Context: an optimization exercise on an open-source flow, tuned for small area, a short achievable clock period and few clock cycles. The choices shown serve that exercise and are no tape-out recipe. Where RTL was checked, it was by simulation tests only, not by an equivalence proof against the original. Only the layout flow was run in run 1; the RTL was not checked for function there. Power and IR drop assume default switching activity.

--- flow/flow/run.sh ---
#!/bin/bash
# Standard layout, with the smallest buffer as the port buffer instead of
# the default delay buffer; the timing repairs upsize it where needed.
set -euo pipefail
bash standard.sh "BUFFER_PORTS_ARGS=-buffer_cell sky130_fd_sc_hd__buf_1" finish > standard.log 2>&1
--- flow/standard.sh ---
#!/bin/bash
# synth_recipe.tcl (not shown) runs the flow's synth.tcl, then flattens the netlist and writes it again
# the make line also repeats each setting of config.mk as NAME=value (left out here)
make -C /OpenROAD-flow-scripts/flow DESIGN_CONFIG=/design/flow/config.mk WORK_HOME=/design/flow/orfs CLKGATE_MAP_FILE= SYNTH_SCRIPT=/design/flow/synth_recipe.tcl "${@:-finish}"
--- flow/config.mk ---
export PLATFORM = sky130hd
export DESIGN_NAME = weight_update
export DESIGN_NICKNAME = weight_update
export VERILOG_FILES = /design/flow/design.v
export SDC_FILE = /design/flow/constraint.sdc
export NUM_CORES = 4
export LEC_CHECK = 0
export ABC_CLOCK_PERIOD_IN_PS = 2500
export CAP_MARGIN = 20
export CORE_MARGIN = 2
export CORE_UTILIZATION = 40
export CTS_BUF_LIST = sky130_fd_sc_hd__clkbuf_4 sky130_fd_sc_hd__clkbuf_8
export CTS_CLUSTER_SIZE = 30
export SETUP_SLACK_MARGIN = 3.5
export SLEW_MARGIN = 20
export SYNTH_HIERARCHICAL = 1
export SYNTH_MINIMUM_KEEP_SIZE = 0
--- flow/constraint.sdc ---
create_clock -name core_clock -period 6.0 [get_ports {clk}]
set_input_delay 1.2000 -clock core_clock [delete_from_list [all_inputs] [get_ports {clk}]]
set_output_delay 1.2000 -clock core_clock [all_outputs]
set_load 0.01 [all_outputs]
--- flow/design.v ---
package wu_pkg;
   localparam int LANES  = 4;
   localparam int LANE_W = 16;
   localparam int WORD_W = LANES * LANE_W;
   localparam int ADDR_W = 24;
   localparam int LG_SLICE_WORDS = 3;
   localparam int SLICE_WORDS    = 1 << LG_SLICE_WORDS;
   localparam int LR_SHIFT = 3;
   localparam int NSLOT = 3;
   typedef logic        [WORD_W-1:0] word_t;
   typedef logic signed [LANE_W-1:0] lane_t;
   typedef logic        [ADDR_W-1:0] addr_t;
   typedef logic        [7:0]        node_t;
   typedef logic        [31:0]       len_t;
endpackage
`timescale 1ns/100ps
module sync_fifo #(
   parameter int DW    = 64,
   parameter int DEPTH = 3
) (
   input  logic          clk,
   input  logic          reset,
   input  logic [DW-1:0] wr_data,
   input  logic          wr_en,
   input  logic          rd_en,
   output logic [DW-1:0] rd_data,
   output logic          empty,
   output logic          full,
   output logic          empty_n,    
   output logic          full_n      
);
   localparam int LV_W = $clog2(DEPTH + 1);
   logic [DW-1:0]   mem [DEPTH];
   logic [LV_W-1:0] level;
   logic [LV_W-1:0] level_n;
   logic [LV_W-1:0] wr_pos;       
   assign rd_data = mem[0];
   always_comb begin
      level_n = level;
      if (wr_en && !rd_en) level_n = level + 1'b1;
      else if (rd_en && !wr_en) level_n = level - 1'b1;
   end
   assign wr_pos  = rd_en ? level - 1'b1 : level;
   assign empty_n = (level_n == '0);
   assign full_n  = (level_n == LV_W'(DEPTH));
   for (genvar i = 0; i < DEPTH; i++) begin : g_slot
      logic put;
      assign put = wr_en && (wr_pos == LV_W'(i));
      always_ff @(posedge clk) begin
         if (put) mem[i] <= wr_data;
         else if (rd_en) mem[i] <= (i < DEPTH - 1) ? mem[(i < DEPTH - 1) ? i + 1 : i] : mem[i];
      end
   end
   always_ff @(posedge clk) begin
      if (reset) begin
         level <= '0;
         empty <= 1'b1;
         full  <= 1'b0;
      end else begin
         level <= level_n;
         empty <= empty_n;
         full  <= full_n;
      end
   end
endmodule
`timescale 1ns/100ps
module slice_walker
(
   input  logic  clk,
   input  logic  reset,
   input  logic  start,
   input  logic  start_lin,     
   input  logic  lin,           
   input  logic  step,
   input  wu_pkg::node_t node_id,
   input  wu_pkg::node_t num_node,
   input  wu_pkg::len_t  total_length,
   output logic  addr_valid,
   output wu_pkg::addr_t addr,
   output logic  slice_done,    
   output logic  len_last       
);
   localparam int HI_W = wu_pkg::ADDR_W - wu_pkg::LG_SLICE_WORDS;
   wu_pkg::node_t first_slice;
   wu_pkg::node_t num_m1;
   logic          first0;
   logic                              active;
   logic [HI_W-1:0]                   hi;         
   logic [wu_pkg::LG_SLICE_WORDS-1:0] lo;
   wu_pkg::node_t                     si;         
   logic                              crossed_q;  
   logic                              at_own_q;
   logic                              at_last_q;
   logic [8:0]                        xq;         
   logic [HI_W-1:0]                   hi_next;
   logic                              slice_end;
   logic [HI_W:0]                     left;       
   logic [HI_W:0]                     left_dec;
   logic [HI_W:0]                     left_nz;    
   logic                              part;       
   logic                              le1_q, le2_q, le1;
   assign num_m1      = num_node - 1'b1;
   assign first0      = (node_id == num_m1);
   assign first_slice = (start_lin || first0) ? 8'd0 : node_id + 1'b1;
   assign slice_end  = &lo;
   assign slice_done = step && slice_end;
   assign addr_valid = active;
   assign addr       = {hi, lo};
   fast_add #(.W(HI_W)) i_hi_add (
      .a (hi), .b ({{(HI_W-9){xq[8]}}, xq}), .cin (1'b1), .sum (hi_next), .cout ()
   );
   assign left_nz[0] = left[0];
   for (genvar i = 1; i <= HI_W; i++) begin : g_dec
      assign left_nz[i] = |left[i:0];
      assign left_dec[i] = left[i] ^ !left_nz[i-1];
   end
   assign left_dec[0] = !left[0];
   assign part  = (total_length[2:0] != 3'd0);
   assign le1_q = (left[HI_W:1] == '0) && !(left[0] && part);
   assign le2_q = (left[HI_W:2] == '0) && !(left[1] && (left[0] || part));
   assign le1   = crossed_q ? le2_q : le1_q;
   assign len_last = le1 && (lo == total_length[2:0] - 3'd1);
   always_ff @(posedge clk) begin
      at_own_q  <= (si == node_id);
      at_last_q <= (si == num_m1);
      if (lin) xq <= 9'd0;
      else if (at_own_q) xq <= first0 ? 9'd0 : {1'b0, num_node};
      else if (at_last_q) xq <= ~{1'b0, num_m1};
      else xq <= 9'd0;
   end
   always_ff @(posedge clk) begin
      if (reset) begin
         active    <= 1'b0;
         crossed_q <= 1'b0;
         hi        <= '0;
         lo        <= '0;
         si        <= '0;
         left      <= '0;
      end else if (start) begin
         active    <= 1'b1;
         crossed_q <= 1'b0;
         hi        <= HI_W'(first_slice);
         lo        <= '0;
         si        <= first_slice;
         left      <= total_length[wu_pkg::ADDR_W:3];
      end else begin
         if (step) lo <= lo + 1'b1;
         crossed_q <= step && slice_end;
         if (step && slice_end) hi <= hi_next;
         if (step && slice_end && at_own_q && le1) active <= 1'b0;
         if (crossed_q) begin
            si <= at_last_q ? 8'd0 : si + 1'b1;
            if (!le1_q) left <= left_dec;
         end
      end
   end
endmodule
`timescale 1ns/100ps
module add_xor #(
   parameter int W = 16
) (
   input  logic [W-1:0] a,
   input  logic [W-1:0] b,
   output logic [W-1:0] y
);
   assign y = a ^ b;
endmodule
module add_and #(
   parameter int W = 16
) (
   input  logic [W-1:0] a,
   input  logic [W-1:0] b,
   output logic [W-1:0] y
);
   assign y = a & b;
endmodule
module add_tree #(
   parameter int W = 16
) (
   input  logic [W-1:0] p_in,
   input  logic [W-1:0] g_in,
   input  logic         cin,
   output logic [W-1:0] c       
);
   localparam int LV = (W > 1) ? $clog2(W) : 1;
   logic [W-1:0] g [LV+1];
   logic [W-1:0] p [LV+1];
   assign g[0] = g_in | {{(W-1){1'b0}}, p_in[0] & cin};
   assign p[0] = p_in;
   for (genvar l = 0; l < LV; l++) begin : g_lv
      for (genvar i = 0; i < W; i++) begin : g_bit
         if ((i >> l) & 1) begin : g_join
            localparam int J = ((i >> l) << l) - 1;
            assign g[l+1][i] = g[l][i] | (p[l][i] & g[l][J]);
            assign p[l+1][i] = p[l][i] & p[l][J];
         end else begin : g_pass
            assign g[l+1][i] = g[l][i];
            assign p[l+1][i] = p[l][i];
         end
      end
   end
   assign c = g[LV];
endmodule
module add_sum #(
   parameter int W = 16
) (
   input  logic [W-1:0] p,
   input  logic [W-1:0] c,
   input  logic         cin,
   output logic [W-1:0] sum
);
   assign sum = p ^ {c[W-2:0], cin};
endmodule
module fast_add #(
   parameter int W = 16
) (
   input  logic [W-1:0] a,
   input  logic [W-1:0] b,
   input  logic         cin,
   output logic [W-1:0] sum,
   output logic         cout
);
   logic [W-1:0] p, g, c;
   add_xor  #(.W(W)) i_p    (.a (a), .b (b), .y (p));
   add_and  #(.W(W)) i_g    (.a (a), .b (b), .y (g));
   add_tree #(.W(W)) i_tree (.p_in (p), .g_in (g), .cin (cin), .c (c));
   add_sum  #(.W(W)) i_sum  (.p (p), .c (c), .cin (cin), .sum (sum));
   assign cout = c[W-1];
endmodule
`timescale 1ns/100ps
module weight_update
(
   input  logic  clk,
   input  logic  reset,
   input  logic  cmd_valid,
   input  logic  cmd_init,
   output logic  cmd_ready,
   input  wu_pkg::word_t weight_in,
   input  logic  weight_valid,
   output logic  weight_ready,
   input  wu_pkg::word_t gradient_in,
   input  logic  gradient_valid,
   output logic  gradient_ready,
   output wu_pkg::word_t result_out,
   output logic  result_valid,
   input  logic  result_ready,
   input  wu_pkg::len_t  total_length,
   input  wu_pkg::node_t node_id,
   input  wu_pkg::node_t num_node,
   output wu_pkg::addr_t avs_address,
   output wu_pkg::word_t avs_writedata,
   output logic  avs_read,
   output logic  avs_write,
   input  wu_pkg::word_t avs_readdata,
   input  logic  avs_waitrequest,
   input  logic  avs_readdatavalid
);
   localparam int CNT_W = $clog2(wu_pkg::NSLOT + 1);
   localparam int HI_W  = wu_pkg::ADDR_W - wu_pkg::LG_SLICE_WORDS;
   typedef enum logic [1:0] {S_IDLE, S_INIT, S_WALK} state_t;
   state_t        state, state_n;
   logic          cmd_rdy_q;
   logic          init_done, init_done_n;
   logic          wrdy_q;          
   logic          grdy_q;          
   logic [CNT_W-1:0] rd_cnt;       
   wu_pkg::word_t upd_q;           
   logic          w_need, w_need_n;      
   logic          res_need, res_need_n;  
   logic          rd_act;
   wu_pkg::addr_t rd_addr;
   logic          rd_cross;
   wu_pkg::addr_t wr_addr;
   logic [HI_W-1:0] wr_prev_hi;
   logic [wu_pkg::LG_SLICE_WORDS-1:0] wr_lo;
   logic          wr_behind;
   wu_pkg::word_t head;
   logic          head_empty, head_empty_n;
   logic          buf_full, buf_full_n;
   localparam int GL_W = wu_pkg::LANE_W - wu_pkg::LR_SHIFT;
   logic [wu_pkg::LANES*GL_W-1:0] gsh_q;    
   logic          g_full, g_full_n;
   logic          g_take;
   wu_pkg::word_t upd_word;
   logic bus_free, wr_acc, upd_free, load, w_take;
   logic wr_cand, rd_cand, issue_rd, issue_wr;
   logic walk_start, init_end, walk_end, cmd_acc;
   logic in_init, in_walk, take_last;
   assign in_init = (state == S_INIT);
   assign in_walk = (state == S_WALK);
   for (genvar i = 0; i < wu_pkg::LANES; i++) begin : g_lane
      logic [GL_W-1:0] gl;
      assign gl = gsh_q[i*GL_W +: GL_W];
      fast_add #(.W(wu_pkg::LANE_W)) i_sub (
         .a   (head[i*wu_pkg::LANE_W +: wu_pkg::LANE_W]),
         .b   (~{{wu_pkg::LR_SHIFT{gl[GL_W-1]}}, gl}),
         .cin (1'b1),
         .sum (upd_word[i*wu_pkg::LANE_W +: wu_pkg::LANE_W]),
         .cout ()
      );
   end
   assign cmd_ready      = cmd_rdy_q;
   assign cmd_acc        = cmd_valid && cmd_rdy_q;
   assign weight_ready   = wrdy_q;
   assign gradient_ready = grdy_q;
   assign result_valid   = res_need;
   assign result_out     = upd_q;
   assign avs_writedata  = upd_q;
   assign bus_free = !(avs_read || avs_write) || !avs_waitrequest;
   assign wr_acc   = avs_write && !avs_waitrequest;
   assign upd_free = (!w_need || wr_acc) && (!res_need || result_ready);
   assign w_take = wrdy_q && weight_valid;
   assign g_take = grdy_q && gradient_valid;
   assign load   = !head_empty && upd_free && (in_init || (in_walk && g_full));
   assign wr_cand  = load || (w_need && !avs_write);
   assign rd_cand  = in_walk && rd_act && (rd_cnt < CNT_W'(wu_pkg::NSLOT));
   assign issue_rd = bus_free && rd_cand;
   assign issue_wr = bus_free && !rd_cand && wr_cand;
   assign init_end   = in_init && init_done && head_empty && (!w_need || wr_acc);
   assign walk_start = (cmd_acc && !cmd_init) || init_end;
   assign walk_end   = in_walk && !rd_act && (rd_cnt == '0) && upd_free;
   slice_walker i_walker (
      .clk (clk), .reset (reset),
      .start (walk_start || cmd_acc), .start_lin ((state == S_IDLE) && cmd_init), .lin (in_init),
      .step (in_init ? w_take : issue_rd),
      .node_id (node_id), .num_node (num_node), .total_length (total_length),
      .addr_valid (rd_act), .addr (rd_addr), .slice_done (rd_cross), .len_last (take_last)
   );
   assign wr_addr = {wr_behind ? wr_prev_hi : rd_addr[wu_pkg::ADDR_W-1:wu_pkg::LG_SLICE_WORDS], wr_lo};
   always_ff @(posedge clk) begin
      if (rd_cross) wr_prev_hi <= rd_addr[wu_pkg::ADDR_W-1:wu_pkg::LG_SLICE_WORDS];
      if (reset || walk_start || cmd_acc) begin
         wr_lo     <= '0;
         wr_behind <= 1'b0;
      end else begin
         if (issue_wr) wr_lo <= wr_lo + 1'b1;
         if (rd_cross != (issue_wr && (&wr_lo))) wr_behind <= rd_cross;
      end
   end
   sync_fifo #(.DW(wu_pkg::WORD_W), .DEPTH(wu_pkg::NSLOT)) i_buf (
      .clk (clk), .reset (reset),
      .wr_data (in_init ? weight_in : avs_readdata), .wr_en (in_init ? w_take : avs_readdatavalid),
      .rd_en (load), .rd_data (head), .empty (head_empty), .full (buf_full),
      .empty_n (head_empty_n), .full_n (buf_full_n)
   );
   always_comb begin
      state_n = state;
      case (state)
         S_IDLE:  if (cmd_acc) state_n = cmd_init ? S_INIT : S_WALK;
         S_INIT:  if (init_end) state_n = S_WALK;
         S_WALK:  if (walk_end) state_n = S_IDLE;
         default: state_n = S_IDLE;
      endcase
      w_need_n   = load ? 1'b1 : (w_need && !wr_acc);
      res_need_n = load ? in_walk : (res_need && !result_ready);
      init_done_n = cmd_acc ? 1'b0 : (init_done || (w_take && take_last));
      g_full_n    = g_take || (g_full && !load);
   end
   always_ff @(posedge clk) begin
      if (reset || g_take || load) begin
         for (int i = 0; i < wu_pkg::LANES; i++) begin
            gsh_q[i*GL_W +: GL_W] <= (g_take && !reset) ? gradient_in[i*wu_pkg::LANE_W + wu_pkg::LR_SHIFT +: GL_W] : '0;
         end
      end
   end
   always_ff @(posedge clk) begin
      if (load) upd_q <= upd_word;
      if (issue_rd) avs_address <= rd_addr;
      else if (issue_wr) avs_address <= wr_addr;
   end
   always_ff @(posedge clk) begin
      if (reset) begin
         state     <= S_IDLE;
         cmd_rdy_q <= 1'b0;
         init_done <= 1'b0;
         wrdy_q    <= 1'b0;
         grdy_q    <= 1'b0;
         g_full    <= 1'b0;
         rd_cnt    <= '0;
         w_need    <= 1'b0;
         res_need  <= 1'b0;
         avs_read  <= 1'b0;
         avs_write <= 1'b0;
      end else begin
         if (bus_free) begin
            avs_read  <= issue_rd;
            avs_write <= issue_wr;
         end
         rd_cnt    <= rd_cnt + CNT_W'(issue_rd) - CNT_W'(load && in_walk);
         state     <= state_n;
         w_need    <= w_need_n;
         res_need  <= res_need_n;
         init_done <= init_done_n;
         cmd_rdy_q <= (state_n == S_IDLE);
         wrdy_q    <= (state_n == S_INIT) && !init_done_n && !buf_full_n;
         g_full    <= g_full_n;
         grdy_q    <= (state_n == S_WALK) && !g_full_n &&
                      ((rd_cnt + CNT_W'(issue_rd) - CNT_W'(load && in_walk)) != '0);
      end
   end
endmodule
==> results of run 1 <==
## through the flow
stage	total power, mW	hold slack (ns)	instances	setup slack (ns)
after floorplan	4.70	0.466	2183	2.05
after global placement	5.00	0.463	3196	1.71
after detailed placement	5.04	0.470	3196	1.66
after CTS	7.99	0.477	3397	3.41
after global routing	8.41	0.504	3455	3.35
final	8.05	0.486	3455	3.36
## cell type report
class                           instances  area [µm²]
Antenna cell                            4        10.0
Clock inverter                         32         188
Inverter                              101         439
Fill cell                            5395       30500
Tap cell                              782         978
Timing Repair Buffer                  501        3020
Sequential cell                       440       12400
Clock buffer                          108        1370
Multi-Input combinational cell       1487       11400
## where the power goes
group	total, mW	switching (mW)	internal, mW
Combinational	1.56	0.892	0.671
Clock	2.83	1.30	1.53
Sequential	3.66	0.121	3.54
## worst max-delay path, cell delays in order
cell	delay (ns)
buf_12	0.11
clkinv_8	0.04
ha_4	0.11
nor3b_4	0.32
nor3_2	0.11
a2111oi_4	0.44
o2111ai_4	0.26
buf_6	0.19
o21ai_4	0.22
o211ai_1	0.16
## layout by cell type, fill, tap and decap left out, types with 58 or more instances in the layout
master	instances
dfxtp_1	77
a221o_1	66
nand2_1	269
xor2_1	175
clkbuf_8	90
a21oi_1	62
buf_4	58
nor2_1	87
inv_1	91
buf_1	363
mux2_4	60
a32o_1	64
edfxtp_1	353
a22o_1	64
and2_1	137
## routing by layer
metal	share of wire [%]	track usage, %	up-vias	wire [µm]
li1	-	-	8751	-
met5	0.037	0	-	27
met1	43	26.6	9210	31300
met2	49	37.0	605	35900
met3	5.2	4.05	146	3830
met4	3.3	9.27	4	2420
## flip-flops by register name, summed over array words and instances, names as in the netlist, 2 cells and up
signal         count
i_walker.hi       21
i_buf.level        2
state              2
upd_q             64
wr_lo              3
avs_address       24
i_buf.mem        192
i_walker.si        8
i_walker.left     22
i_walker.xq        9
rd_cnt             2
gsh_q             52
wr_prev_hi        21
i_walker.lo        3
## worst max-delay path by stage
stage / endpoint / slack [ns] / cells after the start
floorplan: i_buf.mem[2][0] / 2.05 / 7
global placement: i_buf.mem[1][16] / 1.71 / 10
detailed placement: i_buf.mem[1][46] / 1.66 / 10
CTS: i_walker.si[6] / 3.41 / 9
global route: i_walker.xq[4] / 3.35 / 10
finish: i_walker.xq[4] / 3.36 / 10
## what timing repair did
item | in CTS | in global routing
hold buffers | 0 | 0
gates resized for setup | 82 | 99
gates cloned | 15 | 24
buffers inserted | 46 | 30
pin swaps | 19 | 54
endpoints found under the setup margin | 618 | 432
==> results.ini, run 1 <==
[min_path]
hold_start = avs_read
hold_depth = 2
hold_path_class = flop to flop
holdPathEnd = avs_read

[route]
drc = 0
wire_per_inst_um = 21.3
drt_iter0_markers = 1377
drt-total-wl_mm = 73.4
vias = 18700
dr.pass1.iters = 5
via_per_inst = 5.42
drtAntennaViolNets = 0

[grt]
grt_pass1_vias = 18300
antenna_found_initial = 7
grt_use_total_pct = 21.6
grt_overflow = 0
grt_pass1_wl_mm = 104
grt_max_degree = 77

[cts]
clockRootBuffer = clkbuf_8
cts_buffers = 79
cts.sinks = 440
htree_levels = 3
cts_tree = yes
path_clk_slew_ns = 0.06
clock_latency_ns = 0.68
cts_buffer_depth = 3

[setup_path]
arrival_ns = 3.18
timing.critical_path.fanout_max = 6
startpoint = num_node[0]
crit_required_ns = 6.53
end_kind = flop
reg2reg_from = i_buf.empty
path_class = input pin to flop
cp-start-kind = input pin
r2r-end = i_buf.mem[2][22]
rr_worst_depth = 7
rrSetupSlack_ns = 3.50

[floorplanning]
dieArea_um2 = 62700
coreArea_um2 = 60200
initial_core_util_pct = 40.3
die_w_um = 250
rows = 90
ios = 407
die_y_um = 250

[final_layout]
nets = 2875
fin_area_um2 = 29800
fin_util_pct = 49.4
drive_gt1_share_pct = 19.1
area_delta_synth_final_pct = 22.6

[timing]
finalSetupTns_ns = 0
fin_crit_ns = 2.64
post-route-period-util_pct = 44.1
worst_pin_slew_ns = 0.705
setup-violations-final = 0
rsz0062_at_grt = yes
hold_viol_final = 0
maxSlewHeadroom_pct = 53.0
clock_skew_ns = 0.0442
fmax_mhz = 378
drv_slew = 0

[placement]
port_buffers = 387
gp_congestion = 0.835
place_area_um2 = 26200
hpwl_mm = 40.9

[yosys]
synth_area_um2 = 24300
yosys_warnings = 16
avgSynthCellArea_um2 = 11.2
syn_inst = 2175

[power_and_ir_drop]
power_density_nw_per_um2 = 270
leakage_nw = 11.4
ir_drop_v = 0.000136

[outcome]
status = timing/DRC/antenna clean

[run]
maxCapViolCount = 0

==> run 2: changes to the inputs <==
--- a/flow/design.v
+++ b/flow/design.v
@@ -33,19 +33,21 @@
    logic [DW-1:0]   mem [DEPTH];
    logic [LV_W-1:0] level;
    logic [LV_W-1:0] level_n;
-   logic [LV_W-1:0] wr_pos;       
+   logic [DEPTH:0]  at_lvl;       
    assign rd_data = mem[0];
    always_comb begin
       level_n = level;
       if (wr_en && !rd_en) level_n = level + 1'b1;
       else if (rd_en && !wr_en) level_n = level - 1'b1;
    end
-   assign wr_pos  = rd_en ? level - 1'b1 : level;
+   for (genvar i = 0; i <= DEPTH; i++) begin : g_lvl
+      assign at_lvl[i] = (level == LV_W'(i));
+   end
    assign empty_n = (level_n == '0);
    assign full_n  = (level_n == LV_W'(DEPTH));
    for (genvar i = 0; i < DEPTH; i++) begin : g_slot
       logic put;
-      assign put = wr_en && (wr_pos == LV_W'(i));
+      assign put = wr_en && (rd_en ? at_lvl[i+1] : at_lvl[i]);
       always_ff @(posedge clk) begin
          if (put) mem[i] <= wr_data;
          else if (rd_en) mem[i] <= (i < DEPTH - 1) ? mem[(i < DEPTH - 1) ? i + 1 : i] : mem[i];
@@ -82,8 +84,9 @@
 );
    localparam int HI_W = wu_pkg::ADDR_W - wu_pkg::LG_SLICE_WORDS;
    wu_pkg::node_t first_slice;
-   wu_pkg::node_t num_m1;
-   logic          first0;
+   wu_pkg::node_t num_q;
+   wu_pkg::node_t num_m1_q;
+   logic          first0_q;
    logic                              active;
    logic [HI_W-1:0]                   hi;         
    logic [wu_pkg::LG_SLICE_WORDS-1:0] lo;
@@ -99,9 +102,7 @@
    logic [HI_W:0]                     left_nz;    
    logic                              part;       
    logic                              le1_q, le2_q, le1;
-   assign num_m1      = num_node - 1'b1;
-   assign first0      = (node_id == num_m1);
-   assign first_slice = (start_lin || first0) ? 8'd0 : node_id + 1'b1;
+   assign first_slice = (start_lin || (node_id == num_node - 1'b1)) ? 8'd0 : node_id + 1'b1;
    assign slice_end  = &lo;
    assign slice_done = step && slice_end;
    assign addr_valid = active;
@@ -121,11 +122,14 @@
    assign le1   = crossed_q ? le2_q : le1_q;
    assign len_last = le1 && (lo == total_length[2:0] - 3'd1);
    always_ff @(posedge clk) begin
+      num_q     <= num_node;
+      num_m1_q  <= num_node - 1'b1;
+      first0_q  <= (node_id == num_node - 1'b1);
       at_own_q  <= (si == node_id);
-      at_last_q <= (si == num_m1);
+      at_last_q <= (si == num_m1_q);
       if (lin) xq <= 9'd0;
-      else if (at_own_q) xq <= first0 ? 9'd0 : {1'b0, num_node};
-      else if (at_last_q) xq <= ~{1'b0, num_m1};
+      else if (at_own_q) xq <= first0_q ? 9'd0 : {1'b0, num_q};
+      else if (at_last_q) xq <= ~{1'b0, num_m1_q};
       else xq <= 9'd0;
    end
    always_ff @(posedge clk) begin
@@ -357,9 +361,9 @@
       g_full_n    = g_take || (g_full && !load);
    end
    always_ff @(posedge clk) begin
-      if (reset || g_take || load) begin
+      if (g_take || (state == S_IDLE)) begin
          for (int i = 0; i < wu_pkg::LANES; i++) begin
-            gsh_q[i*GL_W +: GL_W] <= (g_take && !reset) ? gradient_in[i*wu_pkg::LANE_W + wu_pkg::LR_SHIFT +: GL_W] : '0;
+            gsh_q[i*GL_W +: GL_W] <= (state == S_IDLE) ? '0 : gradient_in[i*wu_pkg::LANE_W + wu_pkg::LR_SHIFT +: GL_W];
          end
       end
    end
--- a/flow/config.mk
+++ b/flow/config.mk
@@ -5,7 +5,7 @@
 export SDC_FILE = /design/flow/constraint.sdc
 export NUM_CORES = 4
 export LEC_CHECK = 0
-export ABC_CLOCK_PERIOD_IN_PS = 2500
+export ABC_CLOCK_PERIOD_IN_PS = 4000
 export CAP_MARGIN = 20
 export CORE_MARGIN = 2
 export CORE_UTILIZATION = 40
==> run 2 against run 1 <==
Compared with the run above: critical endpoint is now i_buf.mem[0][0]; critical path type unchanged; power is 4.1% higher; synthesized cell count is 7.5% lower; flip-flop and latch count is 17 higher.
==> results.ini, run 2 <==
[route]
via_per_inst = 4.98
vias = 16300
drtAntennaViolNets = 0
drt-total-wl_mm = 62.1
dr.pass1.iters = 7
drc = 0
drt_iter0_markers = 759
wire_per_inst_um = 18.9

[timing]
rsz0062_at_grt = yes
drv_slew = 0
finalSetupTns_ns = 0
worst_pin_slew_ns = 1.01
fin_crit_ns = 2.61
setup-violations-final = 0
clock_skew_ns = 0.0397
fmax_mhz = 383
post-route-period-util_pct = 43.5
hold_viol_final = 0
maxSlewHeadroom_pct = 32.6

[power_and_ir_drop]
leakage_nw = 11.4
power_density_nw_per_um2 = 294
ir_drop_v = 0.000168

[final_layout]
reg_top3 = i_buf.mem: 192 flops, upd_q: 64 flops, gsh_q: 52 flops
nets = 2711
largest_register_ffs = 192
regMostFlops = i_buf.mem
final_common_cell = edfxtp_1
layout_common_cells = 353 x edfxtp_1, 341 x buf_1, 272 x nand2_1
fin_util_pct = 48.5
drive_gt1_share_pct = 20.7
area_delta_synth_final_pct = 20.2

[setup_path]
path_class = input pin to flop
arrival_ns = 3.02
cp-start-kind = input pin
end_kind = flop
crit_required_ns = 6.40
timing.critical_path.fanout_max = 8

[cts]
cts_buffers = 81
htree_levels = 3
clock_latency_ns = 0.67
cts_buffer_depth = 3
clockRootBuffer = clkbuf_8
path_clk_slew_ns = 0.06
postCtsHoldBufs = 0
cts_tree = yes
cts.sinks = 457

[floorplanning]
dieArea_um2 = 61200
die_w_um = 247
ios = 407
rows = 89
coreArea_um2 = 58800
initial_core_util_pct = 40.3
die_y_um = 247

[grt]
grt_overflow = 0
grt_max_degree = 73
antenna_found_initial = 2
grt_pass1_wl_mm = 90.7
grt_pass1_vias = 15800
grt_use_total_pct = 19.6

[placement]
port_buffers = 387
hpwl_mm = 36.5
gp_congestion = 0.877

[yosys]
syn_inst = 2012
yosys_warnings = 16
avgSynthCellArea_um2 = 11.8
synth_area_um2 = 23700

[run]
maxCapViolCount = 0

[outcome]
status = timing/DRC/antenna clean

[min_path]
hold_path_class = flop to flop

## run 2: cell type report
class / instances / area, µm²
clock inverter: 38 / 240
sequential: 457 / 12700
fill: 5301 / 30300
multi-input combinational: 1357 / 10600
inverter: 99 / 418
clock buffer: 107 / 1350
antenna: 2 / 5.00
timing repair buffer: 446 / 2260
tap: 773 / 967
## run 2: worst paths after layout
| check | slack, ns | to | startpoint | depth (start not counted) |
|---|---|---|---|---|
| max | 3.39 | i_buf.mem[0][0] | avs_waitrequest | 8 |
| min | 0.43 | i_walker.xq[2] | i_walker.num_q[2] | 2 |
| max reg2reg | 3.43 | i_walker.left[13] | i_walker.left[4] | 9 |
| min reg2reg | 0.43 | i_walker.xq[2] | i_walker.num_q[2] | 2 |
## run 2: repair_timing
action                     CTS  global route
buffers inserted            32            15
resized for setup           74            74
setup endpoints to repair  570           299
pin swaps                   25            32
gates cloned                26             3
## run 2: metrics by stage
step / hold WS [ns] / worst slack (ns) / std cells / instance area [µm²] / total power [mW]
floorplan: 0.401 / 1.61 / 2020 / 24100 / 5.03
global placement: 0.430 / 1.87 / 3056 / 25500 / 5.31
detailed placement: 0.421 / 1.81 / 3056 / 25500 / 5.36
CTS: 0.435 / 3.39 / 3259 / 28100 / 8.44
global route: 0.457 / 3.36 / 3279 / 28500 / 8.78
finish: 0.434 / 3.39 / 3279 / 28500 / 8.38
## run 2: critical path: stages
cell and delay, ns:
buf_6 0.10, nand2b_4 0.16, a211oi_4 0.23, nand2_2 0.11
clkinvlp_4 0.15, mux2_8 0.51, nand2_8 0.22, mux2_4 0.33
## run 2: per-layer routing
| layer | share of wire (%) | up-vias | global-route usage (%) | routed length [µm] |
|---|---|---|---|---|
| met3 | 5.1 | 129 | 3.34 | 3150 |
| met4 | 2.6 | 0 | 6.48 | 1620 |
| li1 | - | 7834 | - | - |
| met5 | 0 | - | 0 | 0 |
| met1 | 42 | 7870 | 24.5 | 26300 |
| met2 | 50 | 493 | 34.5 | 31000 |
## run 2: power by group
part	leakage (nW)	internal, mW	switching (mW)
Sequential	4.24	3.72	0.107
Combinational	6.28	0.704	0.970
Clock	0.836	1.55	1.32
Testbench counts of run 2, summed over its fixed seeds: cycles 20,526.
==> run 3: changes to the inputs <==
--- a/flow/config.mk
+++ b/flow/config.mk
@@ -5,7 +5,7 @@
 export SDC_FILE = /design/flow/constraint.sdc
 export NUM_CORES = 4
 export LEC_CHECK = 0
-export ABC_CLOCK_PERIOD_IN_PS = 4000
+export ABC_CLOCK_PERIOD_IN_PS = 2500
 export CAP_MARGIN = 20
 export CORE_MARGIN = 2
 export CORE_UTILIZATION = 40
==> run 3 against run 2 <==
Compared with the run above: wire length unchanged; flip-flop and latch count unchanged; clock skew unchanged; still clean; critical path depth unchanged; global-route usage unchanged; sequential share of layout area unchanged; clock power about the same; worst hold slack unchanged; synthesized cell count unchanged.
==> results.ini, run 3 <==
[timing]
clock_skew_ns = 0.0397
setup-violations-final = 0
hold_viol_final = 0
drv_slew = 0
maxSlewHeadroom_pct = 32.6
fmax_mhz = 383
fin_crit_ns = 2.61
finalSetupTns_ns = 0
post-route-period-util_pct = 43.5
rsz0062_at_grt = yes
worst_pin_slew_ns = 1.01

[cts]
htree_levels = 3
cts_tree = yes
cts.sinks = 457
clockRootBuffer = clkbuf_8
clock_latency_ns = 0.67
path_clk_slew_ns = 0.06
cts_buffers = 81
cts_buffer_depth = 3

[run]
maxCapViolCount = 0

[final_layout]
nFillCells = 5301
final_common_cell = edfxtp_1
layout_common_cells = 353 x edfxtp_1, 341 x buf_1, 272 x nand2_1
regMostFlops = i_buf.mem
layoutNonFillerInstCount = 3279
area_delta_synth_final_pct = 20.2
reg_top3 = i_buf.mem: 192 flops, upd_q: 64 flops, gsh_q: 52 flops
drive_gt1_share_pct = 20.7
largest_register_ffs = 192
nets = 2711

[placement]
port_buffers = 387
dp.cells = 3056
gp_congestion = 0.877
hpwl_mm = 36.5

[grt]
gr-usage-met3_pct = 3.34
use_met1_pct = 24.5
grt_busiest_layer = met2
grt_pass1_vias = 15800
met2_usage_pct = 34.5
grt_max_degree = 73
grt_pass1_wl_mm = 90.7
antenna_found_initial = 2
grt_use_total_pct = 19.6
grt_overflow = 0

[setup_path]
reg2reg_from = i_walker.left[4]
path_class = input pin to flop
cp-start-kind = input pin
timing.critical_path.fanout_max = 8
arrival_ns = 3.02
end_kind = flop
crit_required_ns = 6.40
startpoint = avs_waitrequest

[power_and_ir_drop]
totalPowerFinal_mw = 8.38
leakage_nw = 11.4
power_density_nw_per_um2 = 294
ir_drop_v = 0.000168

[min_path]
hold_start = i_walker.num_q[2]
hold_path_class = flop to flop

[floorplanning]
ios = 407
die_w_um = 247
die_y_um = 247
rows = 89
dieArea_um2 = 61200
coreArea_um2 = 58800
initial_core_util_pct = 40.3

[route]
via_per_inst = 4.98
dr.pass1.iters = 7
drt-total-wl_mm = 62.1
drc = 0
wire_per_inst_um = 18.9
drt_iter0_markers = 759
vias = 16300
drtAntennaViolNets = 0

[outcome]
status = timing/DRC/antenna clean

[yosys]
yosys_warnings = 16
avgSynthCellArea_um2 = 11.8
syn_inst = 2012
synth_area_um2 = 23700

## run 3: cell counts in the layout (fill, tap and decap cells not counted)
Identical to the previous run, type by type.
## run 3: path summary, 6_finish.rpt
check	to	slack [ns]	cells past startpoint
worst max register to register	i_walker.left[13]	3.43	9
worst min-delay path	i_walker.xq[2]	0.43	2
worst max-delay path	i_buf.mem[0][0]	3.39	8
worst min register to register	i_walker.xq[2]	0.43	2
## run 3: where the power goes
group	total (mW)	leakage (nW)	switching [mW]	internal, mW
clock network	2.87	0.836	1.32	1.55
logic	1.67	6.28	0.970	0.704
registers	3.83	4.24	0.107	3.72
## run 3: worst max-delay path, cell delays in order
cell        delay, ns
buf_6            0.10
nand2b_4         0.16
a211oi_4         0.23
nand2_2          0.11
clkinvlp_4       0.15
mux2_8           0.51
nand2_8          0.22
mux2_4           0.33
## run 3: layout make-up
type	count	area [µm²]	area share [%]
multi-input combinational	1357	10600	37.0
clock inverter	38	240	0.843
clock buffer	107	1350	4.73
timing repair buffer	446	2260	7.94
sequential	457	12700	44.6
antenna	2	5.00	0.0176
inverter	99	418	1.47
tap	773	967	3.39
## run 3: stage by stage
stage	hold slack (ns)	util [%]	area, µm²	setup WS (ns)
6_report	0.434	48.5	28500	3.39
5_1_grt	0.457	48.5	28500	3.36
4_1_cts	0.435	47.7	28100	3.39
3_5_place_dp	0.421	43.4	25500	1.81
3_3_place_gp	0.430	43.4	25500	1.87
2_1_floorplan	0.401	-	24100	1.61
## run 3: what timing repair did
| action | CTS | global route |
|---|---|---|
| resized for setup | 74 | 74 |
| endpoints found under the setup margin | 570 | 299 |
| hold buffers | 0 | 0 |
| buffers inserted | 32 | 15 |
| pin swaps | 25 | 32 |
| cloned | 26 | 3 |
## run 3: routing by layer
metal	wire length (µm)	up-vias	part of all wire (%)
li1	-	7834	-
met1	26300	7870	42
met2	31000	493	50
met3	3150	129	5.1
met4	1620	0	2.6
met5	0	-	0
==> run 4: changes to the inputs <==
==> flow/flow/run.sh (replaced) <==
#!/bin/bash
# Standard layout, with the smallest buffer as the port buffer instead of
# the default delay buffer (the timing repairs upsize it where needed),
# and a clock tree without dummy loads.
set -euo pipefail
bash standard.sh \
  "BUFFER_PORTS_ARGS=-buffer_cell sky130_fd_sc_hd__buf_1" \
  "CTS_ARGS=-sink_clustering_enable -repair_clock_nets -sink_clustering_size 30 -buf_list {sky130_fd_sc_hd__clkbuf_4 sky130_fd_sc_hd__clkbuf_8} -dont_use_dummy_load" \
  finish > standard.log 2>&1
==> run 4 against run 3 <==
Compared with the run above: combinational power shrank 2%; final cell count shrank 2.2%; synthesized cell count is the same; critical path type unchanged; critical path depth is the same; non-clock buffer count shrank 7; power shrank 6.9%; die area is the same; synthesized area is the same; worst hold slack is essentially flat.
==> results.ini, run 4 <==
[grt]
grt_use_total_pct = 19.0
grt_max_degree = 72
grt_pass1_vias = 15600
antenna_found_initial = 1
grt_overflow = 0
grt_pass1_wl_mm = 88.2

[floorplanning]
ios = 407
die_w_um = 247
initial_core_util_pct = 40.3
rows = 89
die_y_um = 247
coreArea_um2 = 58800
dieArea_um2 = 61200

[power_and_ir_drop]
ir_drop_v = 0.000137
leakage_nw = 11.0
power_density_nw_per_um2 = 280
totalPowerFinal_mw = 7.80

[route]
vias = 16000
drt_iter0_markers = 723
dr.pass1.iters = 5
wire_per_inst_um = 18.7
drc = 0
drtAntennaViolNets = 0
via_per_inst = 5.00
drt-total-wl_mm = 59.9

[final_layout]
nets = 2704
final_common_cell = edfxtp_1
area_delta_synth_final_pct = 17.5
layout_common_cells = 353 x edfxtp_1, 346 x buf_1, 271 x nand2_1
fin_util_pct = 47.3
drive_gt1_share_pct = 19.2
fin_area_um2 = 27800
regMostFlops = i_buf.mem
nFillCells = 5350
largest_register_ffs = 192
reg_top3 = i_buf.mem: 192 flops, upd_q: 64 flops, gsh_q: 52 flops
layoutNonFillerInstCount = 3207

[min_path]
hold_path_class = flop to flop

[timing]
fmax_mhz = 383
setup-violations-final = 0
holdWs_ns = 0.434
worst_pin_slew_ns = 0.989
drv_slew = 0
hold_viol_final = 0
rsz0062_at_grt = yes
clock_skew_ns = 0.0813
setup_ws_ns = 3.39
finalSetupTns_ns = 0
fin_crit_ns = 2.61
maxSlewHeadroom_pct = 34.1
post-route-period-util_pct = 43.5

[placement]
place_area_um2 = 25500
pre_cts_slack_ns = 1.81
port_buffers = 387
hpwl_mm = 36.5
gp_congestion = 0.877
dp.cells = 3056

[cts]
cts_tree = yes
path_clk_slew_ns = 0.05
cts_buffers = 81
clockRootBuffer = clkbuf_8
cts_buffer_depth = 3
clock_latency_ns = 0.66
htree_levels = 3
postCtsHoldBufs = 0
cts.sinks = 457

[yosys]
avgSynthCellArea_um2 = 11.8
syn_inst = 2012
yosys_warnings = 16
synth_area_um2 = 23700

[setup_path]
end_kind = flop
cp-start-kind = input pin
rrSetupSlack_ns = 3.47
arrival_ns = 2.96
timing.critical_path.fanout_max = 8
crit_required_ns = 6.35
path_class = input pin to flop

[outcome]
status = timing/DRC/antenna clean

[run]
maxCapViolCount = 0

-- run 4: metal layers --
metal,global-route usage (%),share of wire (%),up-vias
met2,33.1,50,466
met1,23.6,43,7710
met3,3.72,5.1,118
met5,0,0,-
li1,-,-,7752
met4,6.15,2.6,0
-- run 4: where the power goes --
part           switching [mW]  internal [mW]
Combinational           0.952          0.682
Clock                    1.15           1.18
Sequential              0.107           3.73
Total                    2.21           5.59
-- run 4: area by class of cell --
type	count	area (µm²)	area share, %
antenna	1	2.50	0.00899
clock buffer	81	1110	4.01
inverter	99	425	1.53
multi-input combinational	1357	10600	38.0
sequential	457	12700	45.6
tap	773	967	3.47
timing repair buffer	439	2040	7.34
-- run 4: critical path, cell delays in order --
cell        delay, ns
buf_6            0.10
nand2b_4         0.14
a211oi_4         0.22
nand2_2          0.11
clkinvlp_4       0.14
mux2_8           0.51
nand2_8          0.20
mux2_4           0.31
-- run 4: timing repair --
item / 4_1_cts / 5_1_grt
resized for setup: 73 / 66
endpoints found under the setup margin: 525 / 281
pin swaps: 34 / 20
buffers inserted: 28 / 15
gates cloned: 24 / 2
-- run 4: final timing paths --
kind / to / cells past startpoint / start
setup / recovery: i_buf.mem[1][38] / 8 / avs_waitrequest
setup reg to reg: i_walker.left[13] / 9 / i_walker.left[4]
hold reg to reg: i_walker.xq[2] / 2 / i_walker.num_q[2]
hold / removal: i_walker.xq[2] / 2 / i_walker.num_q[2]
==> run 5: changes to the inputs <==
--- a/flow/design.v
+++ b/flow/design.v
@@ -29,39 +29,57 @@
    output logic          empty_n,    
    output logic          full_n      
 );
-   localparam int LV_W = $clog2(DEPTH + 1);
-   logic [DW-1:0]   mem [DEPTH];
-   logic [LV_W-1:0] level;
-   logic [LV_W-1:0] level_n;
-   logic [DEPTH:0]  at_lvl;       
-   assign rd_data = mem[0];
+   localparam int RD    = DEPTH - 1;                
+   localparam int PTR_W = (RD > 1) ? $clog2(RD) : 1;
+   localparam int CNT_W = $clog2(RD + 1);
+   logic [DW-1:0]    head;
+   logic             head_v;
+   logic [DW-1:0]    mem [RD];
+   logic [PTR_W-1:0] wr_ptr;
+   logic [PTR_W-1:0] rd_ptr;
+   logic [CNT_W-1:0] cnt;          
+   logic             rest_v;       
+   logic             to_head;      
+   logic             head_load;
+   logic             pull;         
+   logic             put;
+   logic [CNT_W-1:0] cnt_n;
+   logic             head_v_n;
+   assign rd_data = head;
+   assign rest_v  = (cnt != '0);
+   assign pull      = rest_v && (rd_en || !head_v);
+   assign to_head   = !rest_v && (rd_en || !head_v);
+   assign head_load = pull || (to_head && wr_en);
+   assign put       = wr_en && !to_head;
    always_comb begin
-      level_n = level;
-      if (wr_en && !rd_en) level_n = level + 1'b1;
-      else if (rd_en && !wr_en) level_n = level - 1'b1;
+      cnt_n = cnt;
+      if (put && !pull) cnt_n = cnt + 1'b1;
+      else if (pull && !put) cnt_n = cnt - 1'b1;
+      head_v_n = head_load || (head_v && !rd_en);
    end
-   for (genvar i = 0; i <= DEPTH; i++) begin : g_lvl
-      assign at_lvl[i] = (level == LV_W'(i));
-   end
-   assign empty_n = (level_n == '0);
-   assign full_n  = (level_n == LV_W'(DEPTH));
-   for (genvar i = 0; i < DEPTH; i++) begin : g_slot
-      logic put;
-      assign put = wr_en && (rd_en ? at_lvl[i+1] : at_lvl[i]);
-      always_ff @(posedge clk) begin
-         if (put) mem[i] <= wr_data;
-         else if (rd_en) mem[i] <= (i < DEPTH - 1) ? mem[(i < DEPTH - 1) ? i + 1 : i] : mem[i];
+   assign empty_n = !head_v_n;
+   assign full_n  = head_v_n && (cnt_n == CNT_W'(RD));
+   always_ff @(posedge clk) begin
+      if (head_load) head <= rest_v ? mem[rd_ptr] : wr_data;
+      for (int i = 0; i < RD; i++) begin
+         if (put && (wr_ptr == PTR_W'(i))) mem[i] <= wr_data;
       end
    end
    always_ff @(posedge clk) begin
       if (reset) begin
-         level <= '0;
-         empty <= 1'b1;
-         full  <= 1'b0;
+         wr_ptr <= '0;
+         rd_ptr <= '0;
+         cnt    <= '0;
+         head_v <= 1'b0;
+         empty  <= 1'b1;
+         full   <= 1'b0;
       end else begin
-         level <= level_n;
-         empty <= empty_n;
-         full  <= full_n;
+         if (put) wr_ptr <= (wr_ptr == PTR_W'(RD - 1)) ? '0 : wr_ptr + 1'b1;
+         if (pull) rd_ptr <= (rd_ptr == PTR_W'(RD - 1)) ? '0 : rd_ptr + 1'b1;
+         cnt    <= cnt_n;
+         head_v <= head_v_n;
+         empty  <= empty_n;
+         full   <= full_n;
       end
    end
 endmodule
--- a/flow/config.mk
+++ b/flow/config.mk
@@ -11,7 +11,7 @@
 export CORE_UTILIZATION = 40
 export CTS_BUF_LIST = sky130_fd_sc_hd__clkbuf_4 sky130_fd_sc_hd__clkbuf_8
 export CTS_CLUSTER_SIZE = 30
-export SETUP_SLACK_MARGIN = 3.5
+export SETUP_SLACK_MARGIN = 3.3
 export SLEW_MARGIN = 20
 export SYNTH_HIERARCHICAL = 1
 export SYNTH_MINIMUM_KEEP_SIZE = 0
==> run 5 against run 4 <==
Compared with the run above: via count shrank 0.25%; maximum frequency shrank 2.3%; critical path type unchanged; largest cell class unchanged; highest routed layer is now met5; still clean; largest power group unchanged; synthesized cell count grew 4.3%; power grew 8.8%; synthesized area shrank 3.1%.
==> results.ini, run 5 <==
[yosys]
avgSynthCellArea_um2 = 10.9
yosys_warnings = 16
synth_area_um2 = 23000
syn_inst = 2099

[route]
wl_met1_mm = 23.6
dr.pass1.iters = 5
wire_per_inst_um = 17.0
wl_met3_mm = 2.94
drt_iter0_markers = 750
via_per_inst = 4.96
met2_length_mm = 27.1
drt-total-wl_mm = 54.9
routed.top_layer = met5
drc = 0
drtAntennaViolNets = 0
vias = 16000

[final_layout]
area_delta_synth_final_pct = 14.2
layout_common_cells = 386 x buf_1, 353 x edfxtp_1, 345 x nand2_1
nets = 2735
largest_register_ffs = 128
final_common_cell = buf_1
reg_top3 = i_buf.mem: 128 flops, i_buf.head: 64 flops, upd_q: 64 flops
drive_gt1_share_pct = 9.28
regMostFlops = i_buf.mem

[min_path]
hold_path_class = flop to flop

[setup_path]
crit_required_ns = 6.26
arrival_ns = 2.94
slowest_delay_ns = 0.32
timing.critical_path.fanout_max = 64
path_cells = buf_1, nand2b_4, a211oi_4, nand2_2, clkinvlp_4, nand2b_4, a21oi_4, nor2b_4, clkbuf_16
end_kind = flop
path_class = input pin to flop
cpLargestDelayFamily = simple AND/OR/NAND/NOR gates
path_common_cell = nand2b_4
crit_slowest_cell = clkbuf_16
crit_buf_inv = 3
cp-start-kind = input pin

[power_and_ir_drop]
switching_share_pct = 29.9
netSwitchingPower_mw = 2.54
leakage_nw = 9.90
power_density_nw_per_um2 = 323
p_comb_share_pct = 24.1
p_int_mw = 5.94
ir_drop_v = 0.000162
clockPowerShare_pct = 27.1
seqPwrFrac_pct = 48.8

[timing]
fmax_mhz = 374
post-route-period-util_pct = 44.6
fin_crit_ns = 2.67
hold_viol_final = 0
clock_skew_ns = 0.0632
holdWs_ns = 0.431
setup-violations-final = 0
maxSlewHeadroom_pct = 28.2
worst_pin_slew_ns = 1.08
rsz0062_at_grt = yes
finalSetupTns_ns = 0
drv_slew = 0

[placement]
port_buffers = 387
gp_congestion = 0.861
hpwl_mm = 36.7

[cts]
clockRootBuffer = clkbuf_8
clock_latency_ns = 0.65
cts_buffers = 82
cts.sinks = 460
path_clk_slew_ns = 0.05
cts_buffer_depth = 3
cts_tree = yes
postCtsHoldBufs = 0
htree_levels = 3

[grt]
grt_use_total_pct = 18.1
grt_max_degree = 95
grt_overflow = 0
antenna_found_initial = 6
grt_pass1_vias = 15500
grt_pass1_wl_mm = 83.6

[floorplanning]
initial_core_util_pct = 40.6
die_y_um = 244
ios = 407
die_w_um = 244
coreArea_um2 = 56600
dieArea_um2 = 59400
rows = 87

[run]
maxCapViolCount = 0

[outcome]
status = timing/DRC/antenna clean

==> run 5: cell count changes in the layout (fill, tap and decap cells not counted), sizes merged, moves of 34 or more <==
| cell | change |
|---|---|
| nand2 | +57 |
| o21ai | +71 |
| mux2i | +62 |
| clkbuf | -34 |
| mux2 | -129 |
==> run 5: area by class of cell <==
class                      count  area [µm²]
multi-input combinational   1404        9300
tap                          756         946
inverter                     108         409
sequential                   460       12800
antenna                        3        7.51
clock buffer                  82        1130
timing repair buffer         413        1690
fill                        5313       30400
==> run 5: power by group through the flow <==
stage	registers [mW]	clock network, mW	logic [mW]
2_1_floorplan	4.14	0	1.59
3_3_place_gp	4.19	0	1.97
4_1_cts	4.14	2.41	2.06
3_5_place_dp	4.20	0	2.03
5_1_grt	4.17	2.52	2.30
6_report	4.14	2.30	2.05
==> run 5: layer usage <==
layer  GRT usage (%)  vias up
met5               0        -
met4            5.86        2
met3            3.73       92
met2            31.0      425
met1            22.9     7567
li1                -     7920
==> run 5: stage by stage <==
step,area (µm²),instances,total power [mW],setup WS (ns),utilization [%]
final,26200,3226,8.49,3.33,46.3
after global routing,26200,3226,8.99,3.25,46.3
after CTS,26100,3212,8.61,3.32,46.1
after detailed placement,24900,3122,6.23,1.94,43.9
after global placement,24900,3122,6.16,2.00,43.9
after floorplan,23200,2107,5.73,1.71,-
==> run 5: repair_timing <==
action,4_1_cts,5_1_grt
resized for setup,16,13
pin swaps,1,3
setup endpoints to repair,376,127
cloned,5,1
buffers inserted,3,10
==> run 5: worst min-delay path: stages, from the launching register on <==
cell and delay [ns]:
dfxtp_1 0.31, nand2_1 0.04, o21ai_0 0.05
==> run 5: worst paths after layout <==
check                    startpoint               to  slack, ns  cells past startpoint
setup / recovery    avs_waitrequest  i_buf.mem[0][4]       3.33                      9
hold / removal    i_walker.num_q[4]   i_walker.xq[4]       0.43                      2
setup reg to reg           state[1]  i_buf.mem[0][4]       3.36                      9
hold reg to reg   i_walker.num_q[4]   i_walker.xq[4]       0.43                      2
Testbench counts of run 5, summed over its fixed seeds: cycles 20,526.
==> run 6: changes to the inputs <==
--- a/flow/config.mk
+++ b/flow/config.mk
@@ -11,7 +11,7 @@
 export CORE_UTILIZATION = 40
 export CTS_BUF_LIST = sky130_fd_sc_hd__clkbuf_4 sky130_fd_sc_hd__clkbuf_8
 export CTS_CLUSTER_SIZE = 30
-export SETUP_SLACK_MARGIN = 3.3
+export SETUP_SLACK_MARGIN = 3.7
 export SLEW_MARGIN = 20
 export SYNTH_HIERARCHICAL = 1
 export SYNTH_MINIMUM_KEEP_SIZE = 0
==> run 6 against run 5 <==
Compared with the run above: still clean on timing, DRC and antenna; cell area is 8.1% higher; first-iteration DRC count up 0.27%; largest power group unchanged; critical path type is now flop to primary output; synthesized cell count unchanged; power rose by 4.9%; non-clock buffer count grew 75.
==> results.ini, run 6 <==
[setup_path]
crit_buf_inv = 1
startpoint = upd_q[54]
timing.critical_path.fanout_max = 2
reg2reg_from = i_walker.xq[8]
cpLargestDelayFamily = flip-flops
r2r-end = i_walker.hi[15]
cp-start-kind = flop
path_class = flop to primary output
end_kind = primary output
crit_required_ns = 4.80
arrival_ns = 1.28
slowest_delay_ns = 0.46
crit_slowest_cell = edfxtp_1
rr_worst_depth = 11
rrSetupSlack_ns = 3.63
path_cells = clkbuf_2

[grt]
antenna_found_initial = 1
grt_pass1_vias = 16000
grt_use_total_pct = 19.7
grt_pass1_wl_mm = 89.4
grt_max_degree = 89
grt_overflow = 0

[cts]
cts_tree = yes
cts.sinks = 460
cts_buffers = 84
clockRootBuffer = clkbuf_8
clock_latency_ns = 0.65
cts_buffer_depth = 3
htree_levels = 3
path_clk_slew_ns = 0.05

[route]
wire_per_inst_um = 18.7
drt-total-wl_mm = 61.8
via_per_inst = 5.02
drtAntennaViolNets = 0
dr.pass1.iters = 5
drt_iter0_markers = 752
vias = 16600
drc = 0

[final_layout]
layout_common_cells = 353 x edfxtp_1, 343 x nand2_1, 259 x buf_1
nFillCells = 5095
largest_register_ffs = 128
final_common_cell = edfxtp_1
regMostFlops = i_buf.mem
area_delta_synth_final_pct = 23.5
fin_area_um2 = 28400
nets = 2815
reg_top3 = i_buf.mem: 128 flops, i_buf.head: 64 flops, upd_q: 64 flops
fin_util_pct = 50.1
drive_gt1_share_pct = 20.2

[min_path]
hold_path_class = flop to flop
holdPathEnd = i_walker.xq[5]
hold_start = i_walker.num_q[5]
hold_depth = 2

[yosys]
avgSynthCellArea_um2 = 10.9
synth_area_um2 = 23000
yosys_warnings = 16
syn_inst = 2099

[power_and_ir_drop]
leakage_nw = 11.0
power_density_nw_per_um2 = 314
totalPowerFinal_mw = 8.90
ir_drop_v = 0.000131

[timing]
holdWs_ns = 0.432
rsz0062_at_grt = yes
fin_crit_ns = 2.48
clock_skew_ns = 0.0413
drv_slew = 0
maxSlewHeadroom_pct = 29.5
fmax_mhz = 403
setup-violations-final = 0
hold_viol_final = 0
worst_pin_slew_ns = 1.06
finalSetupTns_ns = 0
post-route-period-util_pct = 41.3

[floorplanning]
rows = 87
dieArea_um2 = 59400
initial_core_util_pct = 40.6
ios = 407
die_w_um = 244
die_y_um = 244
coreArea_um2 = 56600

[placement]
port_buffers = 387
place_area_um2 = 24900
gp_congestion = 0.840
hpwl_mm = 37.3

[run]
maxCapViolCount = 0

[outcome]
status = timing/DRC/antenna clean

[run 6: worst max path at each step]
stage / end / slack [ns] / depth (start not counted)
finish: result_out[54] / 3.52 / 1
global route: avs_writedata[54] / 3.44 / 1
CTS: result_out[54] / 3.45 / 1
detailed placement: i_buf.mem[0][4] / 1.77 / 9
global placement: i_buf.mem[0][3] / 1.81 / 9
floorplan: i_buf.mem[0][0] / 1.71 / 7
[run 6: area by class of cell]
class / count / area, µm² / share of cell area [%]
clock buffer: 84 / 1160 / 4.08
timing repair buffer: 488 / 3140 / 11.1
multi-input combinational: 1406 / 9870 / 34.8
antenna: 1 / 2.50 / 0.00882
sequential: 460 / 12800 / 45.1
tap: 756 / 946 / 3.34
timing repair inverter: 1 / 7.51 / 0.0265
inverter: 108 / 453 / 1.60
[run 6: stage by stage]
stage          instances  setup WS (ns)
2_1_floorplan       2107           1.71
3_3_place_gp        3120           1.81
3_5_place_dp        3120           1.77
4_1_cts             3274           3.45
5_1_grt             3304           3.44
6_report            3304           3.52
[run 6: repair_timing]
| action | 4_1_cts | 5_1_grt |
|---|---|---|
| buffers inserted | 54 | 20 |
| hold buffers | 0 | 0 |
| gates cloned | 16 | 9 |
| gates resized for setup | 124 | 206 |
| pin swaps | 28 | 38 |
| endpoints found under the setup margin | 788 | 419 |
[run 6: routing by layer]
metal / track usage, % / vias to the layer above / part of all wire, %
li1: - / 8071 / -
met1: 24.2 / 7976 / 42
met2: 35.0 / 428 / 51
met3: 3.78 / 101 / 4.6
met4: 6.08 / 0 / 2.4
met5: 0 / - / 0
[run 6: report_power, final]
group          total (mW)  switching [mW]  internal (mW)
Combinational        2.39            1.39           1.00
Sequential           4.14           0.185           3.96
Clock                2.37            1.15           1.22
==> run 7: changes to the inputs <==
--- a/flow/config.mk
+++ b/flow/config.mk
@@ -8,10 +8,10 @@
 export ABC_CLOCK_PERIOD_IN_PS = 2500
 export CAP_MARGIN = 20
 export CORE_MARGIN = 2
-export CORE_UTILIZATION = 40
+export CORE_UTILIZATION = 55
 export CTS_BUF_LIST = sky130_fd_sc_hd__clkbuf_4 sky130_fd_sc_hd__clkbuf_8
 export CTS_CLUSTER_SIZE = 30
-export SETUP_SLACK_MARGIN = 3.7
+export SETUP_SLACK_MARGIN = 3.5
 export SLEW_MARGIN = 20
 export SYNTH_HIERARCHICAL = 1
 export SYNTH_MINIMUM_KEEP_SIZE = 0
==> run 7 against run 6 <==
Compared with the run above: still clean; final cell count fell by 8.8%; cell area is 7.0% lower; sequential share of layout area grew 3.3 points; worst hold slack worse by 0.0062 ns; worst setup slack lost 0.041 ns; flip-flop and latch count is the same; synthesized area unchanged; core utilization is 14 points higher; via count fell by 2.2%.
==> results.ini, run 7 <==
[setup_path]
path_class = input pin to flop
r2r-end = grdy_q
rr_worst_depth = 10
cp-start-kind = input pin
end_kind = flop
timing.critical_path.fanout_max = 4
rrSetupSlack_ns = 3.62
reg2reg_from = state[1]
crit_required_ns = 6.45
arrival_ns = 2.98

[final_layout]
nFillCells = 3324
nets = 2749
final_common_cell = buf_1
largest_register_ffs = 128
reg_top3 = i_buf.mem: 128 flops, i_buf.head: 64 flops, upd_q: 64 flops
area_delta_synth_final_pct = 14.9
layout_common_cells = 378 x buf_1, 353 x edfxtp_1, 344 x nand2_1
regMostFlops = i_buf.mem
drive_gt1_share_pct = 11.2

[timing]
post-route-period-util_pct = 42.0
drv_slew = 0
clock_skew_ns = 0.0222
hold_viol_final = 0
maxSlewHeadroom_pct = 33.3
rsz0062_at_grt = yes
setup_ws_ns = 3.48
worst_pin_slew_ns = 1.00
finalSetupTns_ns = 0
fmax_mhz = 396
fin_crit_ns = 2.52
setup-violations-final = 0

[floorplanning]
coreArea_um2 = 41000
rows = 74
ios = 407
die_w_um = 208
die_y_um = 208
dieArea_um2 = 43400
initial_core_util_pct = 56.0

[cts]
path_clk_slew_ns = 0.05
cts_buffers = 77
clock_latency_ns = 0.61
clockRootBuffer = clkbuf_8
cts_tree = yes
postCtsHoldBufs = 0
cts_buffer_depth = 3
htree_levels = 3
cts.sinks = 460

[yosys]
syn_inst = 2099
avgSynthCellArea_um2 = 10.9
synth_area_um2 = 23000
yosys_warnings = 16

[route]
drc = 0
drt-total-wl_mm = 54.4
drtAntennaViolNets = 0
dr.pass1.iters = 5
vias = 16200
wire_per_inst_um = 18.1
via_per_inst = 5.38
drt_iter0_markers = 887

[outcome]
status = timing/DRC/antenna clean

[placement]
port_buffers = 387
pre_cts_slack_ns = 1.69
gp_congestion = 0.902
hpwl_mm = 35.6

[run]
maxCapViolCount = 0

[min_path]
hold_path_class = flop to flop
hold_start = i_walker.num_q[1]
holdPathEnd = i_walker.xq[1]
hold_depth = 2

[power_and_ir_drop]
ir_drop_v = 0.000197
power_density_nw_per_um2 = 320
totalPowerFinal_mw = 8.44
leakage_nw = 10.0

[grt]
grt_pass1_wl_mm = 83.4
grt_use_total_pct = 24.7
grt_max_degree = 97
grt_overflow = 0
grt_pass1_vias = 15600
antenna_found_initial = 4

run 7: metrics by stage:
| stage | cells | util [%] | area (µm²) | hold WS (ns) |
|---|---|---|---|---|
| after global routing | 3013 | 64.3 | 26400 | 0.459 |
| final | 3014 | 64.3 | 26400 | 0.426 |
| after floorplan | 2107 | - | 23300 | 0.401 |
| after CTS | 3006 | 63.8 | 26100 | 0.427 |
| after global placement | 2898 | 60.1 | 24600 | 0.416 |
| after detailed placement | 2898 | 60.1 | 24600 | 0.415 |
run 7: area by class of cell:
type / instances / area (µm²) / area share [%]
well taps: 532 / 666 / 2.52
diodes: 1 / 2.50 / 0.00948
repair buffers: 429 / 1880 / 7.11
inverters: 108 / 434 / 1.65
clock buffers: 77 / 1060 / 4.02
multi-input cells: 1407 / 9590 / 36.3
flip-flops and latches: 460 / 12800 / 48.3
run 7: layer usage:
metal	share of wire [%]	wire length, µm	GRT usage, %	up-vias
met2	49	26900	41.9	452
met3	5.5	3000	4.36	106
met1	42	22800	31.6	7683
met4	3.2	1740	9.45	4
li1	-	-	-	7971
met5	0.040	22	0	-
run 7: repair_timing:
item / CTS / global route
gates resized for setup: 40 / 40
gates cloned: 9 / 0
setup buffers: 22 / 7
pin swaps: 10 / 16
setup endpoints to repair: 478 / 146
run 7: worst max-delay path by stage:
stage	start	end	slack, ns	cells past startpoint
after CTS	avs_write	avs_write	3.50	1
after detailed placement	weight_valid	i_buf.mem[0][40]	1.69	7
final	num_node[1]	i_walker.si[5]	3.48	7
after floorplan	avs_waitrequest	i_buf.mem[0][0]	1.71	7
after global routing	avs_waitrequest	grdy_q	3.47	11
after global placement	weight_valid	i_buf.mem[0][34]	1.74	7
run 7: worst max-delay path, cell delays in order:
cell and delay [ns]:
buf_6 0.10, or3_4 0.39, nor3b_4 0.26, buf_6 0.14, xor3_2 0.34, o311ai_4 0.42
a211oi_2 0.11
run 7: where the power goes:
group          internal, mW  switching [mW]  total, mW
clock network          1.13            1.08       2.20
logic                 0.826            1.28       2.10
registers              3.96           0.180       4.14
==> run 8: changes to the inputs <==
--- a/flow/config.mk
+++ b/flow/config.mk
@@ -8,7 +8,7 @@
 export ABC_CLOCK_PERIOD_IN_PS = 2500
 export CAP_MARGIN = 20
 export CORE_MARGIN = 2
-export CORE_UTILIZATION = 55
+export CORE_UTILIZATION = 40
 export CTS_BUF_LIST = sky130_fd_sc_hd__clkbuf_4 sky130_fd_sc_hd__clkbuf_8
 export CTS_CLUSTER_SIZE = 30
 export SETUP_SLACK_MARGIN = 3.5
==> run 8 against run 7 <==
Compared with the run above: still clean on timing, DRC and antenna; power rose by 2.2%; first-iteration DRC count shrank 17%; combinational power rose by 3%; sequential power about the same; sequential share of layout area down 0.88 points; wire length rose by 5.6%; highest routed layer unchanged.
==> results.ini, run 8 <==
[grt]
grt_pass1_vias = 15600
use_met1_pct = 23.3
met2_usage_pct = 32.4
grt_overflow = 0
grt_pass1_wl_mm = 85.4
gr-usage-met3_pct = 3.28
antenna_found_initial = 5
grt_use_total_pct = 18.7
grt_max_degree = 95
grt_busiest_layer = met2

[floorplanning]
dieArea_um2 = 59400
die_w_um = 244
rows = 87
initial_core_util_pct = 40.6
die_y_um = 244
ios = 407
coreArea_um2 = 56600

[setup_path]
crit_slowest_cell = or3_4
slowest_delay_ns = 0.42
end_kind = flop
rrSetupSlack_ns = 3.58
path_class = input pin to flop
arrival_ns = 2.98
crit_required_ns = 6.46
timing.critical_path.fanout_max = 6
cp-start-kind = input pin
path_cells = clkbuf_2, or3_4, nor3b_4, xor3_2, buf_4, o311ai_4, a211oi_1

[route]
vias = 16200
drc = 0
drt_iter0_markers = 732
dr.pass1.iters = 5
drt-total-wl_mm = 57.5
drtAntennaViolNets = 0
via_per_inst = 4.99
wire_per_inst_um = 17.7

[timing]
maxSlewHeadroom_pct = 35.6
setup-violations-final = 0
holdWs_ns = 0.429
post-route-period-util_pct = 41.9
rsz0062_at_grt = yes
fin_crit_ns = 2.51
finalSetupTns_ns = 0
worst_pin_slew_ns = 0.963
hold_viol_final = 0
clock_skew_ns = 0.0700
fmax_mhz = 398
drv_slew = 0

[final_layout]
reg_top3 = i_buf.mem: 128 flops, i_buf.head: 64 flops, upd_q: 64 flops
final_common_cell = buf_1
area_delta_synth_final_pct = 17.0
drive_gt1_share_pct = 11.7
layout_common_cells = 375 x buf_1, 353 x edfxtp_1, 344 x nand2_1
nFillCells = 5203
nets = 2763
regMostFlops = i_buf.mem
largest_register_ffs = 128

[cts]
cts_buffers = 83
clock_latency_ns = 0.65
cts_buffer_depth = 3
cts.sinks = 460
htree_levels = 3
clockRootBuffer = clkbuf_8
path_clk_slew_ns = 0.05
postCtsHoldBufs = 0
cts_tree = yes

[yosys]
avgSynthCellArea_um2 = 10.9
synth_area_um2 = 23000
yosys_warnings = 16
syn_inst = 2099

[run]
maxCapViolCount = 0

[power_and_ir_drop]
leakage_nw = 10.1
totalPowerFinal_mw = 8.63
power_density_nw_per_um2 = 321
ir_drop_v = 0.000182

[outcome]
status = timing/DRC/antenna clean

[placement]
gp_congestion = 0.864
port_buffers = 387
hpwl_mm = 37.0

[min_path]
hold_path_class = flop to flop

-- run 8: cell count changes in the layout (fill, tap and decap cells not counted), moves of 3 or more --
cell,before,now
clkbuf_2,4,10
clkbuf_8,77,83
buf_4,30,35
buf_6,9,4
buf_1,378,375
clkbuf_16,0,3
-- run 8: final timing paths --
check	from	endpoint	cells past startpoint
setup / recovery	num_node[2]	i_walker.si[3]	7
hold / removal	i_walker.num_q[6]	i_walker.xq[6]	2
setup reg to reg	i_walker.left[7]	wrdy_q	8
hold reg to reg	i_walker.num_q[6]	i_walker.xq[6]	2
-- run 8: report_power, final --
group          switching, mW  internal [mW]
Sequential             0.182           3.96
Clock                   1.11           1.21
Combinational           1.31          0.860
-- run 8: layout make-up --
| type | count | area [µm²] | share of cell area, % |
|---|---|---|---|
| clock buffers | 83 | 1140 | 4.25 |
| well taps | 756 | 946 | 3.52 |
| repair buffers | 436 | 2020 | 7.51 |
| multi-input cells | 1408 | 9570 | 35.6 |
| diodes | 2 | 5.00 | 0.0186 |
| flip-flops and latches | 460 | 12800 | 47.5 |
| inverters | 108 | 434 | 1.62 |
-- run 8: stage by stage --
step	worst slack, ns	instances	utilization, %	cell area, µm²
after global placement	2.12	3121	44.0	24900
after CTS	3.38	3225	46.6	26400
after detailed placement	2.08	3121	44.0	24900
final	3.49	3253	47.5	26900
after global routing	3.45	3253	47.5	26900
after floorplan	1.71	2107	-	23300
-- run 8: layer usage --
| layer | up-vias | wire length [µm] |
|---|---|---|
| li1 | 7988 | - |
| met1 | 7673 | 24600 |
| met2 | 467 | 28600 |
| met3 | 93 | 2930 |
| met4 | 6 | 1270 |
| met5 | - | 41 |
-- run 8: what timing repair did --
item                                   CTS  global route
pin swaps                                4            13
buffers inserted                        11            21
gates resized for setup                 24            50
endpoints found under the hold margin    0             0
setup endpoints to repair              469           300
cloned                                  10             5
-- run 8: worst max-delay path, delay by kind of cell --
kind | cells | cell delay [ns]
buffers and inverters | 2 | 0.32
xor gates and xnor gates | 1 | 0.39
and+or+nand+nor | 2 | 0.68
AOI/OAI and AO/OA | 2 | 0.38

what the ideal ports hide:
In the flow no input, the clock included, has a driving cell. The finished layouts below were timed again as built, in two steps.
Step 1 (the two cells are an assumption about what drives the block):
set clk [get_ports {clk}]
set_driving_cell -lib_cell sky130_fd_sc_hd__clkbuf_16 $clk
set_driving_cell -lib_cell sky130_fd_sc_hd__buf_2 [delete_from_list [all_inputs] $clk]
Step 2 also shifts input and output timing later by t, the mid clock arrival at the registers, as if the neighbouring blocks saw the same clock.
Slacks: ideal ports / drivers / drivers and shift; pairs: ideal ports / drivers.
run	t (ns)	setup slack, ns	hold slack, ns	worst setup path after step 2
run 1	0.714	3.355 / 3.351 / 2.637	0.486 / 0.486 / 0.486	input to register
run 2	0.705	3.389 / 3.389 / 2.684	0.434 / 0.434 / 0.434	input to register
run 3	0.705	3.389 / 3.389 / 2.684	0.434 / 0.434 / 0.434	input to register
run 4	0.671	3.389 / 3.388 / 2.716	0.434 / 0.434 / 0.434	input to register
run 5	0.674	3.327 / 3.320 / 2.646	0.431 / 0.431 / 0.431	input to register
run 6	0.682	3.519 / 3.469 / 2.925	0.432 / 0.432 / 0.432	input to register
run 7	0.651	3.478 / 3.500 / 2.851	0.426 / 0.426 / 0.426	input to register
run 8	0.669	3.485 / 3.449 / 2.847	0.429 / 0.429 / 0.429	input to register
After both steps every run listed still meets setup and hold. The setup slack of run 1, which loses most, moves by -0.004 ns with the drivers and by -0.718 ns with both steps.
